This is an optimization exercise on Yosys and OpenROAD, whose aim is small area, not a production implementation. Where RTL was checked, it was by simulation tests only, not by an equivalence proof against the original. Power is estimated from default activity; no workload was simulated.

==> 02-10 <==
==> flow/design.v (excerpt) <==
module local_move
(
    input  logic        clk,
    input  logic        rst_n,
    input  logic        clause_write,
    input  logic [1:0]  clause_index,
    input  logic [15:0] clause_data,
    input  logic [3:0]  clause_enable,
    input  logic [9:0]  current,
    input  logic [1:0]  bool_propose_enable,
    input  logic [1:0]  int_propose_enable,
    input  logic        start,
    output logic [11:0] gains,
    output logic [2:0]  best_gain,
    output logic [9:0]  best_assignment,
    output logic        done
);
==> flow/config.mk <==
export PLATFORM = sky130hd
export DESIGN_NAME = local_move
export DESIGN_NICKNAME = local_move
export VERILOG_FILES = /design/flow/design.v
export SDC_FILE = /design/flow/constraint.sdc
export NUM_CORES = 4
export LEC_CHECK = 0
export CAP_MARGIN = 20
export CORE_MARGIN = 2
export CORE_UTILIZATION = 75
export CTS_BUF_LIST = sky130_fd_sc_hd__clkbuf_8
export SLEW_MARGIN = 20
export SYNTH_HIERARCHICAL = 1
==> flow/constraint.sdc <==
create_clock -name core_clock -period 12.0 [get_ports {clk}]
set_input_delay 2.4000 -clock core_clock [delete_from_list [all_inputs] [get_ports {clk}]]
set_output_delay 2.4000 -clock core_clock [all_outputs]
set_load 0.01 [all_outputs]
standard.sh (not shown) runs the stock make flow with config.mk's settings and CLKGATE_MAP_FILE= SYNTH_SCRIPT=/design/flow/synth_recipe.tcl, a recipe that flattens the netlist after the stock synthesis.
==> flow/flow/run.sh <==
#!/bin/bash
# Standard ORFS layout with two changes: the ports are buffered with the smallest
# plain buffer, and clock tree synthesis adds no dummy load cells.
set -euo pipefail
export BUFFER_PORTS_ARGS="-buffer_cell sky130_fd_sc_hd__buf_1"
export CTS_ARGS="-sink_clustering_enable -repair_clock_nets -buf_list sky130_fd_sc_hd__clkbuf_8 -dont_use_dummy_load"
bash standard.sh > standard.log 2>&1
==> 04-11 (differences from 02-10) <==
==> flow/flow/run.sh (replaced) <==
#!/bin/bash
# Standard ORFS layout with two changes: the ports are buffered with the smallest
# plain buffer, and clock tree synthesis adds no dummy load cells.
set -euo pipefail
export BUFFER_PORTS_ARGS="-buffer_cell sky130_fd_sc_hd__buf_1"
export CTS_ARGS="-sink_clustering_enable -repair_clock_nets -buf_list sky130_fd_sc_hd__clkbuf_4 -dont_use_dummy_load"
bash standard.sh > standard.log 2>&1
CORE_UTILIZATION = 85   (was 75)
CTS_BUF_LIST = sky130_fd_sc_hd__clkbuf_4   (was sky130_fd_sc_hd__clkbuf_8)
==> flow_summary.toml <==
[run_status]
status = "no timing/DRC/antenna violations"

[floorplanning]
die_width_um = 112
tap-cell-count = 143
fp-row-count = 39

[timing]
timing.final.ws_setup_ns = 1.02

[drt]
route.met3.wl_mm = 3.33
num_vias = 7779

[cells_and_area]
layout.nonclk_buf_share_pct = 3.19
multi_input_area_share_pct = 60.5
area_growth_syn_to_layout_pct = 5.97
post-route-util_pct = 92.1

[global_route]
grt_pass1_vias = 8231
# the run above: 04-11

==> flow_summary.toml <==
[timing]
timing.final.ws_setup_ns = 1.07

[cells_and_area]
multi_input_area_share_pct = 59.8
post-route-util_pct = 81.3
layout.nonclk_buf_share_pct = 3.01
clk_share_pct = 2.20

[run_status]
status = "no timing/DRC/antenna violations"

[floorplanning]
fp-row-count = 42
tap-cell-count = 176

[drt]
route.met3.wl_mm = 1.80
num_vias = 7108
vias_per_cell = 6.29

[clock_tree]
holdBufCountCts = 0

[logic_synthesis]
seq_area_frac_synth_pct = 33.0

[global_route]
grt_pass1_vias = 7480
# the run above: 02-10


---

==> build 54: inputs <==
Another version of the RTL of local_move (not shown whole).
export LEC_CHECK = 0
export CAP_MARGIN = 20
export CORE_MARGIN = 2
export CORE_UTILIZATION = 75
export CTS_BUF_LIST = sky130_fd_sc_hd__clkbuf_4
export SLEW_MARGIN = 20
export SYNTH_HIERARCHICAL = 1
create_clock -name core_clock -period 12.0 [get_ports {clk}]
==> flow/flow/run.sh <==
#!/bin/bash
# Standard ORFS layout with two changes: the ports are buffered with the smallest
# plain buffer, and clock tree synthesis adds no dummy load cells.
set -euo pipefail
export BUFFER_PORTS_ARGS="-buffer_cell sky130_fd_sc_hd__buf_1"
export CTS_ARGS="-sink_clustering_enable -repair_clock_nets -buf_list sky130_fd_sc_hd__clkbuf_4 -dont_use_dummy_load"
bash standard.sh > standard.log 2>&1
==> trial 83: changes against build 54 <==
==> flow/flow/run.sh (replaced) <==
#!/bin/bash
# Standard ORFS layout with two changes: the ports are buffered with the smallest
# plain buffer, and clock tree synthesis adds no dummy load cells.
set -euo pipefail
export BUFFER_PORTS_ARGS="-buffer_cell sky130_fd_sc_hd__buf_1"
export CTS_ARGS="-sink_clustering_enable -repair_clock_nets -buf_list sky130_fd_sc_hd__clkbuf_8 -dont_use_dummy_load"
bash standard.sh > standard.log 2>&1
- CTS_BUF_LIST: sky130_fd_sc_hd__clkbuf_4 -> sky130_fd_sc_hd__clkbuf_8
==> build 22: changes against build 54 <==
--- a/flow/design.v
+++ b/flow/design.v
@@ -37,25 +37,14 @@
     output wire co
 );
     assign s  = a ^ b;
     assign co = a & b;
 endmodule
 `default_nettype wire
 `default_nettype none
-module lm_mj
-(
-    input  wire a,
-    input  wire b,
-    input  wire c,
-    output wire y
-);
-    assign y = (a & b) | (a & c) | (b & c);
-endmodule
-`default_nettype wire
-`default_nettype none
 module local_move
 (
     input  logic        clk,
     input  logic        rst_n,
     input  logic        clause_write,
     input  logic [1:0]  clause_index,
     input  logic [15:0] clause_data,
@@ -133,19 +122,19 @@
     lm_fa u_k0_61 (.a(k0_56), .b(k0_57), .c(k0_59), .s(k0_61), .co(k0_62));
     lm_fa u_k0_63 (.a(k0_58), .b(k0_60), .c(k0_62), .s(k0_63), .co(k0_64));
     assign k0_65 = 1'b1 ^ k0_64;
     assign k0_66 = ~k0_65;
     assign k0_67 = k0_1 ^ c0_0[0];
     assign k0_68 = k0_1 & c0_0[0];
     assign k0_69 = k0_7 ^ c0_0[1] ^ k0_68;
-    lm_mj u_k0_70 (.a(k0_7), .b(c0_0[1]), .c(k0_68), .y(k0_70));
+    assign k0_70 = (k0_7 & c0_0[1]) | (k0_7 & k0_68) | (c0_0[1] & k0_68);
     assign k0_71 = k0_17 ^ c0_0[2] ^ k0_70;
-    lm_mj u_k0_72 (.a(k0_17), .b(c0_0[2]), .c(k0_70), .y(k0_72));
+    assign k0_72 = (k0_17 & c0_0[2]) | (k0_17 & k0_70) | (c0_0[2] & k0_70);
     assign k0_73 = k0_31 ^ c0_0[3] ^ k0_72;
-    lm_mj u_k0_74 (.a(k0_31), .b(c0_0[3]), .c(k0_72), .y(k0_74));
+    assign k0_74 = (k0_31 & c0_0[3]) | (k0_31 & k0_72) | (c0_0[3] & k0_72);
     lm_fa u_k0_75 (.a(k0_45), .b(c0_0[3]), .c(k0_74), .s(k0_75), .co(k0_76));
     lm_fa u_k0_77 (.a(k0_55), .b(c0_0[3]), .c(k0_76), .s(k0_77), .co(k0_78));
     lm_fa u_k0_79 (.a(k0_61), .b(c0_0[3]), .c(k0_78), .s(k0_79), .co(k0_80));
     lm_fa u_k0_81 (.a(k0_63), .b(c0_0[3]), .c(k0_80), .s(k0_81), .co(k0_82));
     assign k0_83 = k0_65 ^ c0_0[3] ^ k0_82;
     assign k0_84 = ~k0_83;
     assign k0_85 = k0_75 | ~c0_0[0];
@@ -153,19 +142,19 @@
     assign k0_87 = (k0_79 & ~c0_0[2]) | (k0_79 & k0_86) | (~c0_0[2] & k0_86);
     assign k0_88 = (k0_81 & ~c0_0[3]) | (k0_81 & k0_87) | (~c0_0[3] & k0_87);
     assign k0_89 = ~(k0_83 ^ ~c0_0[3] ^ k0_88);
     assign k0_90 = xw ? k0_89 : k0_84;
     assign k0_91 = k0_1 ^ c1_0[0];
     assign k0_92 = k0_1 & c1_0[0];
     assign k0_93 = k0_7 ^ c1_0[1] ^ k0_92;
-    lm_mj u_k0_94 (.a(k0_7), .b(c1_0[1]), .c(k0_92), .y(k0_94));
+    assign k0_94 = (k0_7 & c1_0[1]) | (k0_7 & k0_92) | (c1_0[1] & k0_92);
     assign k0_95 = k0_17 ^ c1_0[2] ^ k0_94;
-    lm_mj u_k0_96 (.a(k0_17), .b(c1_0[2]), .c(k0_94), .y(k0_96));
+    assign k0_96 = (k0_17 & c1_0[2]) | (k0_17 & k0_94) | (c1_0[2] & k0_94);
     assign k0_97 = k0_31 ^ c1_0[3] ^ k0_96;
-    lm_mj u_k0_98 (.a(k0_31), .b(c1_0[3]), .c(k0_96), .y(k0_98));
+    assign k0_98 = (k0_31 & c1_0[3]) | (k0_31 & k0_96) | (c1_0[3] & k0_96);
     lm_fa u_k0_99 (.a(k0_45), .b(c1_0[3]), .c(k0_98), .s(k0_99), .co(k0_100));
     lm_fa u_k0_101 (.a(k0_55), .b(c1_0[3]), .c(k0_100), .s(k0_101), .co(k0_102));
     lm_fa u_k0_103 (.a(k0_61), .b(c1_0[3]), .c(k0_102), .s(k0_103), .co(k0_104));
     lm_fa u_k0_105 (.a(k0_63), .b(c1_0[3]), .c(k0_104), .s(k0_105), .co(k0_106));
     assign k0_107 = k0_65 ^ c1_0[3] ^ k0_106;
     assign k0_108 = ~k0_107;
     assign k0_109 = k0_99 | ~c1_0[0];
@@ -223,19 +212,19 @@
     lm_fa u_k1_61 (.a(k1_56), .b(k1_57), .c(k1_59), .s(k1_61), .co(k1_62));
     lm_fa u_k1_63 (.a(k1_58), .b(k1_60), .c(k1_62), .s(k1_63), .co(k1_64));
     assign k1_65 = 1'b1 ^ k1_64;
     assign k1_66 = ~k1_65;
     assign k1_67 = k1_1 ^ c0_1[0];
     assign k1_68 = k1_1 & c0_1[0];
     assign k1_69 = k1_7 ^ c0_1[1] ^ k1_68;
-    lm_mj u_k1_70 (.a(k1_7), .b(c0_1[1]), .c(k1_68), .y(k1_70));
+    assign k1_70 = (k1_7 & c0_1[1]) | (k1_7 & k1_68) | (c0_1[1] & k1_68);
     assign k1_71 = k1_17 ^ c0_1[2] ^ k1_70;
-    lm_mj u_k1_72 (.a(k1_17), .b(c0_1[2]), .c(k1_70), .y(k1_72));
+    assign k1_72 = (k1_17 & c0_1[2]) | (k1_17 & k1_70) | (c0_1[2] & k1_70);
     assign k1_73 = k1_31 ^ c0_1[3] ^ k1_72;
-    lm_mj u_k1_74 (.a(k1_31), .b(c0_1[3]), .c(k1_72), .y(k1_74));
+    assign k1_74 = (k1_31 & c0_1[3]) | (k1_31 & k1_72) | (c0_1[3] & k1_72);
     lm_fa u_k1_75 (.a(k1_45), .b(c0_1[3]), .c(k1_74), .s(k1_75), .co(k1_76));
     lm_fa u_k1_77 (.a(k1_55), .b(c0_1[3]), .c(k1_76), .s(k1_77), .co(k1_78));
     lm_fa u_k1_79 (.a(k1_61), .b(c0_1[3]), .c(k1_78), .s(k1_79), .co(k1_80));
     lm_fa u_k1_81 (.a(k1_63), .b(c0_1[3]), .c(k1_80), .s(k1_81), .co(k1_82));
     assign k1_83 = k1_65 ^ c0_1[3] ^ k1_82;
     assign k1_84 = ~k1_83;
     assign k1_85 = k1_75 | ~c0_1[0];
@@ -243,19 +232,19 @@
     assign k1_87 = (k1_79 & ~c0_1[2]) | (k1_79 & k1_86) | (~c0_1[2] & k1_86);
     assign k1_88 = (k1_81 & ~c0_1[3]) | (k1_81 & k1_87) | (~c0_1[3] & k1_87);
     assign k1_89 = ~(k1_83 ^ ~c0_1[3] ^ k1_88);
     assign k1_90 = xw ? k1_89 : k1_84;
     assign k1_91 = k1_1 ^ c1_1[0];
     assign k1_92 = k1_1 & c1_1[0];
     assign k1_93 = k1_7 ^ c1_1[1] ^ k1_92;
-    lm_mj u_k1_94 (.a(k1_7), .b(c1_1[1]), .c(k1_92), .y(k1_94));
+    assign k1_94 = (k1_7 & c1_1[1]) | (k1_7 & k1_92) | (c1_1[1] & k1_92);
     assign k1_95 = k1_17 ^ c1_1[2] ^ k1_94;
-    lm_mj u_k1_96 (.a(k1_17), .b(c1_1[2]), .c(k1_94), .y(k1_96));
+    assign k1_96 = (k1_17 & c1_1[2]) | (k1_17 & k1_94) | (c1_1[2] & k1_94);
     assign k1_97 = k1_31 ^ c1_1[3] ^ k1_96;
-    lm_mj u_k1_98 (.a(k1_31), .b(c1_1[3]), .c(k1_96), .y(k1_98));
+    assign k1_98 = (k1_31 & c1_1[3]) | (k1_31 & k1_96) | (c1_1[3] & k1_96);
     lm_fa u_k1_99 (.a(k1_45), .b(c1_1[3]), .c(k1_98), .s(k1_99), .co(k1_100));
     lm_fa u_k1_101 (.a(k1_55), .b(c1_1[3]), .c(k1_100), .s(k1_101), .co(k1_102));
     lm_fa u_k1_103 (.a(k1_61), .b(c1_1[3]), .c(k1_102), .s(k1_103), .co(k1_104));
     lm_fa u_k1_105 (.a(k1_63), .b(c1_1[3]), .c(k1_104), .s(k1_105), .co(k1_106));
     assign k1_107 = k1_65 ^ c1_1[3] ^ k1_106;
     assign k1_108 = ~k1_107;
     assign k1_109 = k1_99 | ~c1_1[0];
@@ -313,19 +302,19 @@
     lm_fa u_k2_61 (.a(k2_56), .b(k2_57), .c(k2_59), .s(k2_61), .co(k2_62));
     lm_fa u_k2_63 (.a(k2_58), .b(k2_60), .c(k2_62), .s(k2_63), .co(k2_64));
     assign k2_65 = 1'b1 ^ k2_64;
     assign k2_66 = ~k2_65;
     assign k2_67 = k2_1 ^ c0_2[0];
     assign k2_68 = k2_1 & c0_2[0];
     assign k2_69 = k2_7 ^ c0_2[1] ^ k2_68;
-    lm_mj u_k2_70 (.a(k2_7), .b(c0_2[1]), .c(k2_68), .y(k2_70));
+    assign k2_70 = (k2_7 & c0_2[1]) | (k2_7 & k2_68) | (c0_2[1] & k2_68);
     assign k2_71 = k2_17 ^ c0_2[2] ^ k2_70;
-    lm_mj u_k2_72 (.a(k2_17), .b(c0_2[2]), .c(k2_70), .y(k2_72));
+    assign k2_72 = (k2_17 & c0_2[2]) | (k2_17 & k2_70) | (c0_2[2] & k2_70);
     assign k2_73 = k2_31 ^ c0_2[3] ^ k2_72;
-    lm_mj u_k2_74 (.a(k2_31), .b(c0_2[3]), .c(k2_72), .y(k2_74));
+    assign k2_74 = (k2_31 & c0_2[3]) | (k2_31 & k2_72) | (c0_2[3] & k2_72);
     lm_fa u_k2_75 (.a(k2_45), .b(c0_2[3]), .c(k2_74), .s(k2_75), .co(k2_76));
     lm_fa u_k2_77 (.a(k2_55), .b(c0_2[3]), .c(k2_76), .s(k2_77), .co(k2_78));
     lm_fa u_k2_79 (.a(k2_61), .b(c0_2[3]), .c(k2_78), .s(k2_79), .co(k2_80));
     lm_fa u_k2_81 (.a(k2_63), .b(c0_2[3]), .c(k2_80), .s(k2_81), .co(k2_82));
     assign k2_83 = k2_65 ^ c0_2[3] ^ k2_82;
     assign k2_84 = ~k2_83;
     assign k2_85 = k2_75 | ~c0_2[0];
@@ -333,19 +322,19 @@
     assign k2_87 = (k2_79 & ~c0_2[2]) | (k2_79 & k2_86) | (~c0_2[2] & k2_86);
     assign k2_88 = (k2_81 & ~c0_2[3]) | (k2_81 & k2_87) | (~c0_2[3] & k2_87);
     assign k2_89 = ~(k2_83 ^ ~c0_2[3] ^ k2_88);
     assign k2_90 = xw ? k2_89 : k2_84;
     assign k2_91 = k2_1 ^ c1_2[0];
     assign k2_92 = k2_1 & c1_2[0];
     assign k2_93 = k2_7 ^ c1_2[1] ^ k2_92;
-    lm_mj u_k2_94 (.a(k2_7), .b(c1_2[1]), .c(k2_92), .y(k2_94));
+    assign k2_94 = (k2_7 & c1_2[1]) | (k2_7 & k2_92) | (c1_2[1] & k2_92);
     assign k2_95 = k2_17 ^ c1_2[2] ^ k2_94;
-    lm_mj u_k2_96 (.a(k2_17), .b(c1_2[2]), .c(k2_94), .y(k2_96));
+    assign k2_96 = (k2_17 & c1_2[2]) | (k2_17 & k2_94) | (c1_2[2] & k2_94);
     assign k2_97 = k2_31 ^ c1_2[3] ^ k2_96;
-    lm_mj u_k2_98 (.a(k2_31), .b(c1_2[3]), .c(k2_96), .y(k2_98));
+    assign k2_98 = (k2_31 & c1_2[3]) | (k2_31 & k2_96) | (c1_2[3] & k2_96);
     lm_fa u_k2_99 (.a(k2_45), .b(c1_2[3]), .c(k2_98), .s(k2_99), .co(k2_100));
     lm_fa u_k2_101 (.a(k2_55), .b(c1_2[3]), .c(k2_100), .s(k2_101), .co(k2_102));
     lm_fa u_k2_103 (.a(k2_61), .b(c1_2[3]), .c(k2_102), .s(k2_103), .co(k2_104));
     lm_fa u_k2_105 (.a(k2_63), .b(c1_2[3]), .c(k2_104), .s(k2_105), .co(k2_106));
     assign k2_107 = k2_65 ^ c1_2[3] ^ k2_106;
     assign k2_108 = ~k2_107;
     assign k2_109 = k2_99 | ~c1_2[0];
@@ -403,19 +392,19 @@
     lm_fa u_k3_61 (.a(k3_56), .b(k3_57), .c(k3_59), .s(k3_61), .co(k3_62));
     lm_fa u_k3_63 (.a(k3_58), .b(k3_60), .c(k3_62), .s(k3_63), .co(k3_64));
     assign k3_65 = 1'b1 ^ k3_64;
     assign k3_66 = ~k3_65;
     assign k3_67 = k3_1 ^ c0_3[0];
     assign k3_68 = k3_1 & c0_3[0];
     assign k3_69 = k3_7 ^ c0_3[1] ^ k3_68;
-    lm_mj u_k3_70 (.a(k3_7), .b(c0_3[1]), .c(k3_68), .y(k3_70));
+    assign k3_70 = (k3_7 & c0_3[1]) | (k3_7 & k3_68) | (c0_3[1] & k3_68);
     assign k3_71 = k3_17 ^ c0_3[2] ^ k3_70;
-    lm_mj u_k3_72 (.a(k3_17), .b(c0_3[2]), .c(k3_70), .y(k3_72));
+    assign k3_72 = (k3_17 & c0_3[2]) | (k3_17 & k3_70) | (c0_3[2] & k3_70);
     assign k3_73 = k3_31 ^ c0_3[3] ^ k3_72;
-    lm_mj u_k3_74 (.a(k3_31), .b(c0_3[3]), .c(k3_72), .y(k3_74));
+    assign k3_74 = (k3_31 & c0_3[3]) | (k3_31 & k3_72) | (c0_3[3] & k3_72);
     lm_fa u_k3_75 (.a(k3_45), .b(c0_3[3]), .c(k3_74), .s(k3_75), .co(k3_76));
     lm_fa u_k3_77 (.a(k3_55), .b(c0_3[3]), .c(k3_76), .s(k3_77), .co(k3_78));
     lm_fa u_k3_79 (.a(k3_61), .b(c0_3[3]), .c(k3_78), .s(k3_79), .co(k3_80));
     lm_fa u_k3_81 (.a(k3_63), .b(c0_3[3]), .c(k3_80), .s(k3_81), .co(k3_82));
     assign k3_83 = k3_65 ^ c0_3[3] ^ k3_82;
     assign k3_84 = ~k3_83;
     assign k3_85 = k3_75 | ~c0_3[0];
@@ -423,19 +412,19 @@
     assign k3_87 = (k3_79 & ~c0_3[2]) | (k3_79 & k3_86) | (~c0_3[2] & k3_86);
     assign k3_88 = (k3_81 & ~c0_3[3]) | (k3_81 & k3_87) | (~c0_3[3] & k3_87);
     assign k3_89 = ~(k3_83 ^ ~c0_3[3] ^ k3_88);
     assign k3_90 = xw ? k3_89 : k3_84;
     assign k3_91 = k3_1 ^ c1_3[0];
     assign k3_92 = k3_1 & c1_3[0];
     assign k3_93 = k3_7 ^ c1_3[1] ^ k3_92;
-    lm_mj u_k3_94 (.a(k3_7), .b(c1_3[1]), .c(k3_92), .y(k3_94));
+    assign k3_94 = (k3_7 & c1_3[1]) | (k3_7 & k3_92) | (c1_3[1] & k3_92);
     assign k3_95 = k3_17 ^ c1_3[2] ^ k3_94;
-    lm_mj u_k3_96 (.a(k3_17), .b(c1_3[2]), .c(k3_94), .y(k3_96));
+    assign k3_96 = (k3_17 & c1_3[2]) | (k3_17 & k3_94) | (c1_3[2] & k3_94);
     assign k3_97 = k3_31 ^ c1_3[3] ^ k3_96;
-    lm_mj u_k3_98 (.a(k3_31), .b(c1_3[3]), .c(k3_96), .y(k3_98));
+    assign k3_98 = (k3_31 & c1_3[3]) | (k3_31 & k3_96) | (c1_3[3] & k3_96);
     lm_fa u_k3_99 (.a(k3_45), .b(c1_3[3]), .c(k3_98), .s(k3_99), .co(k3_100));
     lm_fa u_k3_101 (.a(k3_55), .b(c1_3[3]), .c(k3_100), .s(k3_101), .co(k3_102));
     lm_fa u_k3_103 (.a(k3_61), .b(c1_3[3]), .c(k3_102), .s(k3_103), .co(k3_104));
     lm_fa u_k3_105 (.a(k3_63), .b(c1_3[3]), .c(k3_104), .s(k3_105), .co(k3_106));
     assign k3_107 = k3_65 ^ c1_3[3] ^ k3_106;
     assign k3_108 = ~k3_107;
     assign k3_109 = k3_99 | ~c1_3[0];
==> flow/flow/run.sh (replaced) <==
#!/bin/bash
# Standard ORFS layout with two changes: the ports are buffered with the smallest
# plain buffer, and clock tree synthesis adds no dummy load cells.
set -euo pipefail
export BUFFER_PORTS_ARGS="-buffer_cell sky130_fd_sc_hd__buf_1"
export CTS_ARGS="-sink_clustering_enable -repair_clock_nets -buf_list sky130_fd_sc_hd__clkbuf_8 -dont_use_dummy_load"
bash standard.sh > standard.log 2>&1
- CTS_BUF_LIST: sky130_fd_sc_hd__clkbuf_4 -> sky130_fd_sc_hd__clkbuf_8
==> results.yml <==
final_layout:
  synthToLayoutAreaGrowth_pct: 6.41
  n_fill_cell: 755
status:
  status: "complete, no violations"
yosys:
  synth_area_um2: 9630
clocking:
  clk_pin_slew_ns: 0.09
(the above is from build 54)
==> results.yml <==
yosys:
  synth_area_um2: 9670
  synth_fa_ha_area_share_pct: 36.9
sta:
  rsz0062_at_grt: "false"
min_path:
  hold_depth: 2
pwr:
  power.leakage_nw: 4.00
final_layout:
  n_fill_cell: 760
  synthToLayoutAreaGrowth_pct: 7.08
clocking:
  clk_pin_slew_ns: 0.06
status:
  status: "complete, no violations"
(the above is from build 22)
==> results.yml <==
final_layout:
  synthToLayoutAreaGrowth_pct: 7.48
  n_fill_cell: 738
clocking:
  clk_pin_slew_ns: 0.06
yosys:
  synth_area_um2: 9630
status:
  status: "complete, no violations"
(the above is from trial 83)
Function not checked in build 22: the RTL went through the layout flow alone.

[static timing again, ports no longer ideal]
Ports are ideal in the flow. The routed layouts listed here were re-timed in OpenROAD.
Step 1 (the two cells are an assumption about what drives the block):
set clk [get_ports {clk}]
set_driving_cell -lib_cell sky130_fd_sc_hd__clkbuf_16 $clk
set_driving_cell -lib_cell sky130_fd_sc_hd__buf_2 [delete_from_list [all_inputs] $clk]
Step 2, shift: input delay + t, output delay - t, t = (earliest + latest rising clock arrival at the registers) / 2. This alone moves slack from input paths to output paths.
Slacks: ideal / step 1 / step 2; pairs: ideal / step 1.
run	t (ns)	setup slack, ns	latest minus earliest clock arrival (ns)	slew at the worst register clock pin (ns)	pins driven straight from the clock port
02-10	0.485	1.068 / 1.064 / 0.579	0.036 / 0.035	0.08 / 0.08	1
04-11	0.566	1.025 / 1.037 / 0.471	0.040 / 0.040	0.11 / 0.11	1
build 54	0.579	1.849 / 1.862 / 1.284	0.043 / 0.043	0.11 / 0.11	1
trial 83	0.477	1.677 / 1.690 / 1.213	0.029 / 0.029	0.08 / 0.08	1
build 22	0.473	1.714 / 1.725 / 1.252	0.030 / 0.031	0.08 / 0.08	1
After both steps every run listed still meets setup and hold. For build 54, which loses most, drivers alone change the setup slack by +0.013 ns; drivers and shift together by -0.565 ns.
